Context: an optimization exercise on an open-source flow, tuned for small area, a short achievable clock period and few clock cycles per item. The choices shown serve that exercise and are no tape-out recipe. In this exercise RTL edits were held to simulation tests only and were not proved equivalent to the original.

## design/flow/constraint.sdc

```tcl
create_clock -name core_clock -period 10.0 [get_ports {aclk}]
set_input_delay 2.0000 -clock core_clock [delete_from_list [all_inputs] [get_ports {aclk}]]
set_output_delay 2.0000 -clock core_clock [all_outputs]
set_load 0.01 [all_outputs]
```

## design/flow/design.v

```verilog
`timescale 1ns / 1ps
package mi4_pkg;
    localparam int NUM_LANES = 4;
endpackage
`timescale 1ns / 1ps
module mi4_lane
#(
    parameter int AW = 50,      
    parameter int MW = 32       
) (
    input  logic                 aclk,
    input  logic                 mac_en,
    input  logic                 mac_first,
    input  logic [MW-1:0]        m1,
    input  logic [MW-1:0]        m2,
    input  logic [MW-1:0]        m3,
    input  logic [2:0]           w1,      
    input  logic [2:0]           w2,
    input  logic [2:0]           w3,
    input  logic                 f1,      
    input  logic                 f2,
    input  logic                 f3,
    output logic [AW-1:0]        acc,
    output logic [31:0]          accn,    
    input  logic                 div_load,
    input  logic                 div_step,
    input  logic [65:0]          dx,      
    input  logic                 dcin,
    output logic [47:0]          rmag,    
    output logic                 rsgn,
    output logic [15:0]          qbits    
);
    localparam int PW = MW + 1;
    logic [AW-1:0] acc_reg;
    logic [63:0]   r_reg;
    logic          sgn_reg;
    logic [15:0]   q_reg;
    function automatic logic [AW-1:0] booth_pp(input logic [MW-1:0] m,
                                               input logic [2:0] w,
                                               input logic f);
        logic one, two, neg;
        logic [PW-1:0] sel;
        one = w[1] ^ w[0];
        two = (w[2] & ~w[1] & ~w[0]) | (~w[2] & w[1] & w[0]);
        neg = w[2] ^ f;
        sel = ({PW{one}} & {m[MW-1], m}) | ({PW{two}} & {m, 1'b0});
        sel = sel ^ {PW{neg}};
        booth_pp = {{(AW-PW){sel[PW-1]}}, sel};
    endfunction
    function automatic logic booth_neg(input logic [2:0] w, input logic f);
        booth_neg = w[2] ^ f;
    endfunction
    logic [AW-1:0] x0, x1, x2, x3, s1, c1, s2, c2, acc_next;
    always_comb begin
        x0 = mac_first ? '0 : {acc_reg[AW-3:0], 2'b00};
        x0[0] = booth_neg(w1, f1);
        x1 = booth_pp(m1, w1, f1);
        x2 = booth_pp(m2, w2, f2);
        x3 = booth_pp(m3, w3, f3);
        s1 = x0 ^ x1 ^ x2;
        c1 = {((x0[AW-2:0] & x1[AW-2:0]) | (x0[AW-2:0] & x2[AW-2:0]) | (x1[AW-2:0] & x2[AW-2:0])), booth_neg(w2, f2)};
        s2 = s1 ^ c1 ^ x3;
        c2 = {((s1[AW-2:0] & c1[AW-2:0]) | (s1[AW-2:0] & x3[AW-2:0]) | (c1[AW-2:0] & x3[AW-2:0])), booth_neg(w3, f3)};
        acc_next = s2 + c2;
    end
    logic [65:0] t;
    logic        ge;
    logic [48:0] c49;
    logic [47:0] cmag;
    always_comb begin
        t    = {1'b0, r_reg, 1'b0} + dx + {65'd0, dcin};
        ge   = ~t[65];
        c49  = acc_reg[48:0];
        cmag = c49[48] ? 48'(-c49) : c49[47:0];
    end
    always_ff @(posedge aclk) begin
        if (mac_en) acc_reg <= acc_next;
        if (div_load) begin
            r_reg   <= {16'd0, cmag};
            sgn_reg <= c49[48];
        end else if (div_step) begin
            r_reg <= ge ? t[63:0] : {r_reg[62:0], 1'b0};
            q_reg <= {q_reg[14:0], ge};
        end
    end
    assign acc   = acc_reg;
    assign accn  = acc_next[31:0];
    assign rmag  = r_reg[47:0];
    assign rsgn  = sgn_reg;
    assign qbits = q_reg;
endmodule
`timescale 1ns / 1ps
import mi4_pkg::*;
module matrix_inverse_4x4
#(
    parameter int ELEMENT_BITS  = 16,
    parameter int FRACTION_BITS = 8,
    localparam int TDW = ((4 * ELEMENT_BITS + 7) / 8) * 8
) (
    input  logic           aclk,
    input  logic           aresetn,
    input  logic           s_tvalid,
    output logic           s_tready,
    input  logic [TDW-1:0] s_tdata,    
    output logic           m_tvalid,
    input  logic           m_tready,
    output logic [TDW-1:0] m_tdata,    
    output logic           m_tlast,    
    output logic [0:0]     m_tuser     
);
    typedef enum logic [2:0] {P_IN, P_MIN, P_COF0, P_LOADR, P_DET, P_DSUM, P_RUN} phase_t;
    phase_t               phase_reg;
    logic [1:0]           beat_reg;
    logic [2:0]           p_reg;        
    logic [1:0]           rnd_reg;      
    logic                 mac_busy;     
    logic [1:0]           drow_reg;     
    logic [3:0]           dcnt_reg;
    logic                 dwait_reg;    
    logic [3:0][3:0][15:0] a;           
    logic [5:0][31:0]      smin;        
    logic [5:0][31:0]      cmin;        
    logic [65:0]           dx_reg;
    logic                  dcin_reg;
    logic                  dsgn_reg;
    logic                  sing_reg;
    logic                  m_tvalid_reg;
    logic [63:0]           m_tdata_reg;
    logic                  m_tlast_reg;
    logic                  m_tuser_reg;
    logic        mac_en, mac_first, div_load, div_step;
    logic [65:0] acc0;
    logic [63:0] acc1;
    logic [49:0] acc2, acc3;
    logic [3:0][47:0] rmag;
    logic [3:0]       rsgn;
    logic [3:0][15:0] qbits;
    logic [3:0][31:0] accn;
    logic [3:0][2:0][2:0] wd;
    logic [48:0] m01, m02, m03, m11, m12, m13;
    logic [31:0] m21, m22, m23, m31, m32, m33;
    logic [15:0] d01, d02, d03, d11, d12, d13, d21, d22, d23, d31, d32, d33;
    logic        f01, f02, f03, f11, f12, f13, f21, f22, f23, f31, f32, f33;
    function automatic logic [2:0] win(input logic [15:0] e, input logic [2:0] p);
        logic [16:0] ext;
        ext = {e, 1'b0};
        win = 3'(ext >> {p, 1'b0});
    endfunction
    function automatic logic [48:0] sx16(input logic [15:0] v);
        sx16 = {{33{v[15]}}, v};
    endfunction
    function automatic logic [31:0] sx16w(input logic [15:0] v);
        sx16w = {{16{v[15]}}, v};
    endfunction
    function automatic logic [48:0] sx32(input logic [31:0] v);
        sx32 = {{17{v[31]}}, v};
    endfunction
    mi4_lane #(.AW(66), .MW(49)) u_lane0 (
        .aclk(aclk), .mac_en(mac_en), .mac_first(mac_first),
        .m1(m01), .m2(m02), .m3(m03),
        .w1(wd[0][0]), .w2(wd[0][1]), .w3(wd[0][2]),
        .f1(f01), .f2(f02), .f3(f03), .acc(acc0), .accn(accn[0]),
        .div_load(div_load), .div_step(div_step), .dx(dx_reg), .dcin(dcin_reg),
        .rmag(rmag[0]), .rsgn(rsgn[0]), .qbits(qbits[0]));
    mi4_lane #(.AW(64), .MW(49)) u_lane1 (
        .aclk(aclk), .mac_en(mac_en), .mac_first(mac_first),
        .m1(m11), .m2(m12), .m3(m13),
        .w1(wd[1][0]), .w2(wd[1][1]), .w3(wd[1][2]),
        .f1(f11), .f2(f12), .f3(f13), .acc(acc1), .accn(accn[1]),
        .div_load(div_load), .div_step(div_step), .dx(dx_reg), .dcin(dcin_reg),
        .rmag(rmag[1]), .rsgn(rsgn[1]), .qbits(qbits[1]));
    mi4_lane #(.AW(50), .MW(32)) u_lane2 (
        .aclk(aclk), .mac_en(mac_en), .mac_first(mac_first),
        .m1(m21), .m2(m22), .m3(m23),
        .w1(wd[2][0]), .w2(wd[2][1]), .w3(wd[2][2]),
        .f1(f21), .f2(f22), .f3(f23), .acc(acc2), .accn(accn[2]),
        .div_load(div_load), .div_step(div_step), .dx(dx_reg), .dcin(dcin_reg),
        .rmag(rmag[2]), .rsgn(rsgn[2]), .qbits(qbits[2]));
    mi4_lane #(.AW(50), .MW(32)) u_lane3 (
        .aclk(aclk), .mac_en(mac_en), .mac_first(mac_first),
        .m1(m31), .m2(m32), .m3(m33),
        .w1(wd[3][0]), .w2(wd[3][1]), .w3(wd[3][2]),
        .f1(f31), .f2(f32), .f3(f33), .acc(acc3), .accn(accn[3]),
        .div_load(div_load), .div_step(div_step), .dx(dx_reg), .dcin(dcin_reg),
        .rmag(rmag[3]), .rsgn(rsgn[3]), .qbits(qbits[3]));
    logic        k_min, k_cof, k_det;
    logic [1:0]  cj;               
    logic [31:0] cx1, cx2, cx3;    
    logic [31:0] sx1, sx2, sx3;    
    logic [1:0]  ck, cl, cm;       
    logic        fodd;
    always_comb begin
        k_min = (phase_reg == P_MIN);
        k_det = (phase_reg == P_DET);
        k_cof = !k_min && !k_det;
        cj    = rnd_reg;
        fodd  = cj[0];
        ck = (cj == 2'd0) ? 2'd1 : 2'd0;
        cl = (cj <= 2'd1) ? 2'd2 : 2'd1;
        cm = (cj <= 2'd2) ? 2'd3 : 2'd2;
        case (cj)
            2'd0: begin cx1 = cmin[5]; cx2 = cmin[4]; cx3 = cmin[3];
                        sx1 = smin[5]; sx2 = smin[4]; sx3 = smin[3]; end
            2'd1: begin cx1 = cmin[5]; cx2 = cmin[2]; cx3 = cmin[1];
                        sx1 = smin[5]; sx2 = smin[2]; sx3 = smin[1]; end
            2'd2: begin cx1 = cmin[4]; cx2 = cmin[2]; cx3 = cmin[0];
                        sx1 = smin[4]; sx2 = smin[2]; sx3 = smin[0]; end
            default: begin cx1 = cmin[3]; cx2 = cmin[1]; cx3 = cmin[0];
                        sx1 = smin[3]; sx2 = smin[1]; sx3 = smin[0]; end
        endcase
        m01 = sx32(cx1); d01 = a[1][ck]; f01 = fodd;
        m02 = sx32(cx2); d02 = a[1][cl]; f02 = ~fodd;
        m03 = sx32(cx3); d03 = a[1][cm]; f03 = fodd;
        m11 = sx32(cx1); d11 = a[0][ck]; f11 = ~fodd;
        m12 = sx32(cx2); d12 = a[0][cl]; f12 = fodd;
        m13 = sx32(cx3); d13 = a[0][cm]; f13 = ~fodd;
        m21 = sx1; d21 = a[3][ck]; f21 = fodd;
        m22 = sx2; d22 = a[3][cl]; f22 = ~fodd;
        m23 = sx3; d23 = a[3][cm]; f23 = fodd;
        m31 = sx1; d31 = a[2][ck]; f31 = ~fodd;
        m32 = sx2; d32 = a[2][cl]; f32 = fodd;
        m33 = sx3; d33 = a[2][cm]; f33 = ~fodd;
        if (k_min) begin
            m01 = sx16(a[0][0]);          d01 = a[1][rnd_reg + 2'd1]; f01 = 1'b0;
            m02 = sx16(a[0][rnd_reg + 2'd1]); d02 = a[1][0];          f02 = 1'b1;
            m03 = '0;                     d03 = '0;                   f03 = 1'b0;
            case (rnd_reg)
                2'd0: begin
                    m11 = sx16(a[1][2]); d11 = a[0][1]; m12 = sx16(a[1][1]); d12 = a[0][2];
                    m31 = sx16w(a[3][2]); d31 = a[2][1]; m32 = sx16w(a[3][1]); d32 = a[2][2];
                end
                2'd1: begin
                    m11 = sx16(a[1][3]); d11 = a[0][1]; m12 = sx16(a[1][1]); d12 = a[0][3];
                    m31 = sx16w(a[3][3]); d31 = a[2][1]; m32 = sx16w(a[3][1]); d32 = a[2][3];
                end
                default: begin
                    m11 = sx16(a[1][3]); d11 = a[0][2]; m12 = sx16(a[1][2]); d12 = a[0][3];
                    m31 = sx16w(a[3][3]); d31 = a[2][2]; m32 = sx16w(a[3][2]); d32 = a[2][3];
                end
            endcase
            f11 = 1'b0; f12 = 1'b1; m13 = '0; d13 = '0; f13 = 1'b0;
            f31 = 1'b0; f32 = 1'b1; m33 = '0; d33 = '0; f33 = 1'b0;
            m21 = sx16w(a[2][0]);             d21 = a[3][rnd_reg + 2'd1]; f21 = 1'b0;
            m22 = sx16w(a[2][rnd_reg + 2'd1]); d22 = a[3][0];           f22 = 1'b1;
            m23 = '0; d23 = '0; f23 = 1'b0;
        end else if (k_det) begin
            m01 = {1'b0, rmag[1]}; d01 = a[1][0]; f01 = rsgn[1];
            m02 = {1'b0, rmag[2]}; d02 = a[2][0]; f02 = rsgn[2];
            m03 = {1'b0, rmag[3]}; d03 = a[3][0]; f03 = rsgn[3];
            m11 = {1'b0, rmag[0]}; d11 = a[0][0]; f11 = rsgn[0];
            m12 = '0; d12 = '0; f12 = 1'b0;
            m13 = '0; d13 = '0; f13 = 1'b0;
        end
    end
    always_comb begin
        wd[0][0] = win(d01, p_reg); wd[0][1] = win(d02, p_reg); wd[0][2] = win(d03, p_reg);
        wd[1][0] = win(d11, p_reg); wd[1][1] = win(d12, p_reg); wd[1][2] = win(d13, p_reg);
        wd[2][0] = win(d21, p_reg); wd[2][1] = win(d22, p_reg); wd[2][2] = win(d23, p_reg);
        wd[3][0] = win(d31, p_reg); wd[3][1] = win(d32, p_reg); wd[3][2] = win(d33, p_reg);
    end
    function automatic logic [15:0] quot_val(input logic [15:0] q, input logic ng);
        logic [15:0] v;
        if (q[15]) v = ng ? 16'h8000 : 16'h7fff;
        else       v = ng ? 16'(-{1'b0, q[14:0]}) : {1'b0, q[14:0]};
        quot_val = v;
    endfunction
    logic [65:0] det_sum;
    logic        out_free;
    logic [63:0] out_data;
    always_comb begin
        det_sum  = acc0 + {{2{acc1[63]}}, acc1};
        out_free = !m_tvalid_reg || m_tready;
        for (int c = 0; c < 4; c++) begin
            out_data[c*16 +: 16] = sing_reg ? ((drow_reg == 2'(c)) ? 16'h0100 : 16'h0000)
                                            : quot_val(qbits[c], rsgn[c] ^ dsgn_reg);
        end
    end
    logic out_go;
    always_comb begin
        mac_en    = (phase_reg == P_MIN) || (phase_reg == P_COF0) || (phase_reg == P_DET)
                 || (phase_reg == P_RUN && mac_busy);
        mac_first = (p_reg == 3'd7);
        out_go    = (phase_reg == P_RUN) && dwait_reg && out_free
                 && (drow_reg == 2'd3 || !mac_busy);
        div_load  = (phase_reg == P_LOADR) || (out_go && drow_reg != 2'd3);
        div_step  = (phase_reg == P_RUN) && !dwait_reg;
    end
    always_ff @(posedge aclk) begin
        if (!aresetn) begin
            phase_reg    <= P_IN;
            beat_reg     <= 2'd0;
            m_tvalid_reg <= 1'b0;
            mac_busy     <= 1'b0;
            dwait_reg    <= 1'b0;
            p_reg        <= 3'd7;
            rnd_reg      <= 2'd0;
        end else begin
            if (m_tvalid_reg && m_tready) m_tvalid_reg <= 1'b0;
            if (mac_en) p_reg <= p_reg - 3'd1;
            case (phase_reg)
                P_IN: begin
                    if (s_tvalid) begin
                        beat_reg <= beat_reg + 2'd1;
                        if (beat_reg == 2'd3) begin
                            phase_reg <= P_MIN;
                            rnd_reg   <= 2'd0;
                            p_reg     <= 3'd7;
                        end
                    end
                end
                P_MIN: begin
                    if (p_reg == 3'd0) begin
                        rnd_reg <= rnd_reg + 2'd1;
                        if (rnd_reg == 2'd2) begin
                            rnd_reg   <= 2'd0;
                            phase_reg <= P_COF0;
                        end
                    end
                end
                P_COF0: begin
                    if (p_reg == 3'd0) phase_reg <= P_LOADR;
                end
                P_LOADR: begin
                    phase_reg <= P_DET;
                end
                P_DET: begin
                    if (p_reg == 3'd0) phase_reg <= P_DSUM;
                end
                P_DSUM: begin
                    phase_reg <= P_RUN;
                    mac_busy  <= 1'b1;
                    rnd_reg   <= 2'd1;
                    drow_reg  <= 2'd0;
                    dcnt_reg  <= 4'd15;
                    dwait_reg <= 1'b0;
                end
                P_RUN: begin
                    if (mac_busy && p_reg == 3'd0) mac_busy <= 1'b0;
                    if (div_step) begin
                        dcnt_reg <= dcnt_reg - 4'd1;
                        if (dcnt_reg == 4'd0) dwait_reg <= 1'b1;
                    end
                    if (out_go) begin
                        m_tvalid_reg <= 1'b1;
                        if (drow_reg == 2'd3) begin
                            phase_reg <= P_IN;
                        end else begin
                            drow_reg  <= drow_reg + 2'd1;
                            dcnt_reg  <= 4'd15;
                            dwait_reg <= 1'b0;
                            if (drow_reg != 2'd2) begin
                                mac_busy <= 1'b1;
                                rnd_reg  <= drow_reg + 2'd2;
                            end
                        end
                    end
                end
                default: phase_reg <= P_IN;
            endcase
        end
    end
    always_ff @(posedge aclk) begin
        if (phase_reg == P_IN && s_tvalid) begin
            for (int c = 0; c < 4; c++) a[beat_reg][c] <= s_tdata[c*16 +: 16];
        end
        if (phase_reg == P_MIN && p_reg == 3'd0) begin
            case (rnd_reg)
                2'd0: begin smin[0] <= accn[0]; smin[3] <= accn[1];
                            cmin[0] <= accn[2]; cmin[3] <= accn[3]; end
                2'd1: begin smin[1] <= accn[0]; smin[4] <= accn[1];
                            cmin[1] <= accn[2]; cmin[4] <= accn[3]; end
                default: begin smin[2] <= accn[0]; smin[5] <= accn[1];
                            cmin[2] <= accn[2]; cmin[5] <= accn[3]; end
            endcase
        end
        if (phase_reg == P_DSUM) begin
            dx_reg   <= det_sum ^ {66{~det_sum[65]}};
            dcin_reg <= ~det_sum[65];
            dsgn_reg <= det_sum[65];
            sing_reg <= (det_sum == 66'd0);
        end
        if (out_go) begin
            m_tdata_reg  <= out_data;
            m_tlast_reg  <= (drow_reg == 2'd3);
            m_tuser_reg  <= sing_reg;
        end
    end
    assign s_tready   = (phase_reg == P_IN);
    assign m_tvalid   = m_tvalid_reg;
    assign m_tdata    = m_tdata_reg;
    assign m_tlast    = m_tlast_reg;
    assign m_tuser[0] = m_tuser_reg;
endmodule
```

## design/flow/run.sh

```bash
#!/bin/bash
# synth_recipe.tcl (not shown) runs the flow's synth.tcl, then flattens the netlist and writes it again
# the make line also repeats each setting of config.mk as NAME=value (left out here)
make -C /OpenROAD-flow-scripts/flow DESIGN_CONFIG=/design/flow/config.mk WORK_HOME=/design/flow/orfs CLKGATE_MAP_FILE= SYNTH_SCRIPT=/design/flow/synth_recipe.tcl finish
```

## design/flow/config.mk

```make
export PLATFORM = sky130hd
export DESIGN_NAME = matrix_inverse_4x4
export DESIGN_NICKNAME = matrix_inverse_4x4
export VERILOG_FILES = /design/flow/design.v
export SDC_FILE = /design/flow/constraint.sdc
export NUM_CORES = 4
export LEC_CHECK = 0
export CAP_MARGIN = 20
export CORE_MARGIN = 2
export CORE_UTILIZATION = 40
export SLEW_MARGIN = 20
```

==> notes.md <==
==> routing by layer <==
metal	track usage, %	up-vias
li1	-	47123
met1	46.06	51895
met2	43.61	6150
met3	10.86	776
met4	11.76	20
met5	0.3799	-
==> worst reg2reg max path, delay by kind of cell (launching register included) <==
| family | cells | cell delay [ns] |
|---|---|---|
| compound gates | 15 | 4.04 |
| simple gates | 6 | 1.59 |
| fa+ha+maj | 4 | 1.51 |
| buf+inv | 4 | 0.95 |
| mux | 1 | 0.49 |
| flops | 1 | 0.39 |
| xor+xnor | 2 | 0.36 |
==> Yosys cell counts (42+ instances only) <==
master	instances
nand2b_1	108
xnor2_1	822
o21a_1	82
o221ai_1	42
nor3_1	124
and2_1	109
nand2_1	1399
mux2i_1	123
fa_1	449
buf_1	93
a211oi_1	208
nand3_1	138
nor2b_1	135
nand4_1	78
a221oi_1	56
ha_1	578
mux4_2	114
dfxtp_1	77
a21oi_1	1108
xor2_1	445
clkbuf_1	620
o21ai_0	932
o211ai_1	146
o22ai_1	386
or3_1	75
o21bai_1	96
nor2_1	787
a31oi_1	122
or4_1	43
edfxtp_1	1268
o31ai_1	91
inv_1	960
and3_1	66
a21o_1	343
a22oi_1	317
==> area by class of cell <==
cell class / instances / area [sq um] / share of cell area [%]
Sequential cell: 1345 / 39630 / 30.25
Timing Repair Buffer: 485 / 4250 / 3.244
Clock buffer: 203 / 4587 / 3.501
Inverter: 975 / 3679 / 2.808
Clock inverter: 103 / 907.1 / 0.6924
Tap cell: 3919 / 4903 / 3.743
Antenna cell: 30 / 75.07 / 0.05730
Multi-Input combinational cell: 9959 / 72980 / 55.70
==> kinds of logic (layout without fill, tap and decap cells) <==
kind of cell,Yosys count,count (layout),synth area share (%)
simple gates,3193,3193,12.17
buf+inv,1724,1766,5.509
compound gates,4225,4225,22.45
other cells,0,30,0
xor+xnor,1267,1267,9.377
fa+ha+maj,1029,1029,13.72
mux,245,245,3.286
flops,1345,1345,33.48
==> placed cells by master (no fill, tap or decap), types with 138 or more instances in the layout <==
| cell type | n |
|---|---|
| a21o_1 | 343 |
| nor2_1 | 778 |
| xnor2_1 | 797 |
| o21ai_0 | 929 |
| ha_1 | 569 |
| a22oi_1 | 317 |
| clkbuf_16 | 177 |
| fa_1 | 449 |
| nand2_1 | 1395 |
| xor2_1 | 434 |
| o22ai_1 | 385 |
| o211ai_1 | 146 |
| buf_4 | 325 |
| a21oi_1 | 1098 |
| a211oi_1 | 208 |
| inv_1 | 956 |
| nand3_1 | 138 |
| edfxtp_1 | 1268 |
==> final timing paths <==
kind,from,to,depth (start not counted)
worst max-delay path,rnd_reg[1],u_lane2.acc_reg[43],32
worst min-delay path,u_lane2.q_reg[12],u_lane2.q_reg[13],0
worst max register to register,rnd_reg[1],u_lane2.acc_reg[43],32
worst min register to register,u_lane2.q_reg[12],u_lane2.q_reg[13],0
==> what timing repair did <==
| item | in CTS | in global routing |
|---|---|---|
| resized for setup | 2 | 12 |
| setup endpoints to repair | 1 | 15 |
| pin swaps | 0 | 2 |
| hold endpoints to repair | 0 | 0 |
| setup buffers | 0 | 2 |
==> reports/results.ini <==
[critical_path]
cp_common_cell=o21ai_0
crit_family=compound AO/OA/AOI/OAI gates
cp_max_fo=25
critPathBufInv=4
critPathLaunchType=register
required_ns=10.58
endpoint_kind=register
criticalPathCategory=reg2reg
r2r_setup_slack_ns=0.36
crit_path_top_delay_cell=fa_1
cpPeakStageDelay_ns=0.56
arrival_ns=10.21

[floorplanning]
core_area_sq_mm=0.2941
ios=136
die_y_um=547.9
start_util_pct=40.24
die_w_um=547.9
num_rows=199
fp.dieArea_sq_mm=0.3002

[place]
globalplace.congestion=1.059
dp_slack_ns=0.005756
placed_area_sq_mm=0.1253
dp_hpwl_um=385200
port_buffers=135
dp_cells=16679

[final_layout]
area_growth_pct=10.70
largest_register_ffs=256
largestRegisters=a x256, cmin x192, smin x192
finalCoreUtilization_pct=44.55
fin_cells=17019
final_nets=14030
top_register=a
design_area_sq_mm=0.1310
drive_gt1_share_pct=7.008
nFillCells=28641

[grt]
grt_use_total_pct=31.93
grt_pass1_wl_um=704700
gr-total-overflow=0
grt_max_degree=174
antenna_found_initial=44
grt_pass1_vias=98219

[synth]
ys_ff_latch=1345
yosysSeqAreaShare_pct=33.48
synthCells=13028
synth_top_cell_area_share_pct=32.18
syn_avg_cell_area_sq_um=9.083
synth_edf_count=1268
synthDistinctLibCells=98
ys.flop_type=edfxtp_1
synth_area_leaders=edfxtp_1 (32%), fa_1 (7.6%), ha_1 (6.1%), xnor2_1 (6.1%), a21oi_1 (4.7%)
synth_area_sq_mm=0.1183
yosysWarnings=4
synthesis.nets=14123
synthArstFlopShare_pct=0
synth_top_area_cell=edfxtp_1

[route]
route.detailed.drc=0
top_layer_used=met5
antenna_left=0
vias=105964
route.met2.wl_um=194600
dr.pass1.iters=9
viasPerCell=6.226
met3WireLength_um=68650
wirelength_um=494600
avgRoutedWirePerCell_um=29.06
met1_length_um=210400
initialDrtViolationCount=15832

[cts]
htreeDepth=4
cts_tree=built
postCtsHoldBufs=0
cts_sinks=1345
clk_pin_slew_ns=0.06
cts_buffers=169
cts-root-buf=clkbuf_16
clk_latency_ns=0.91
clockBufferDepth=4

[sta]
fmax_ghz=0.1038
setup_slack_ns=0.3635
slew_headroom_pct=3.851
finalSetupViolations=0
min_period_ns=9.636
worst_pin_slew_ns=1.442
hold_ws_ns=0.4757
post-route-period-util_pct=96.36
setup_tns_ns=0
slew_violations=0
hold_viol_final=0
finalClockSkew_ns=0.09344

[outcome]
status=finished clean

[hold_path]
hp-class=reg2reg

[flow_run]
max_cap_viol_count=0

Testbench counts, summed over its fixed seeds: cycles 10,952, items 96.

## afterwards: timing with drivers on the ports
Ports are ideal in the flow. The routed layout listed here was re-timed in OpenROAD.
Step 1 sets driving cells, clkbuf_16 on the clock port and buf_2 on the other inputs (assumed; they add their load-dependent delay and slew).
Step 2 moves the port delays by t, midway between the first and last clock arrival at a register: inputs arrive t later, outputs are due t later. That takes back most of the time a late clock gives input paths.
a / b / c = ideal / step 1 / step 2; a / b = the first two.
shift t [ns]: 0.961
slack for setup (ns): 0.364 / 0.364 / 0.364
hold slack, ns: 0.476 / 0.476 / 0.476
After both steps setup and hold are still met in this run. The setup slack of this run moves by 0.000 ns with the drivers and by 0.000 ns with both steps.
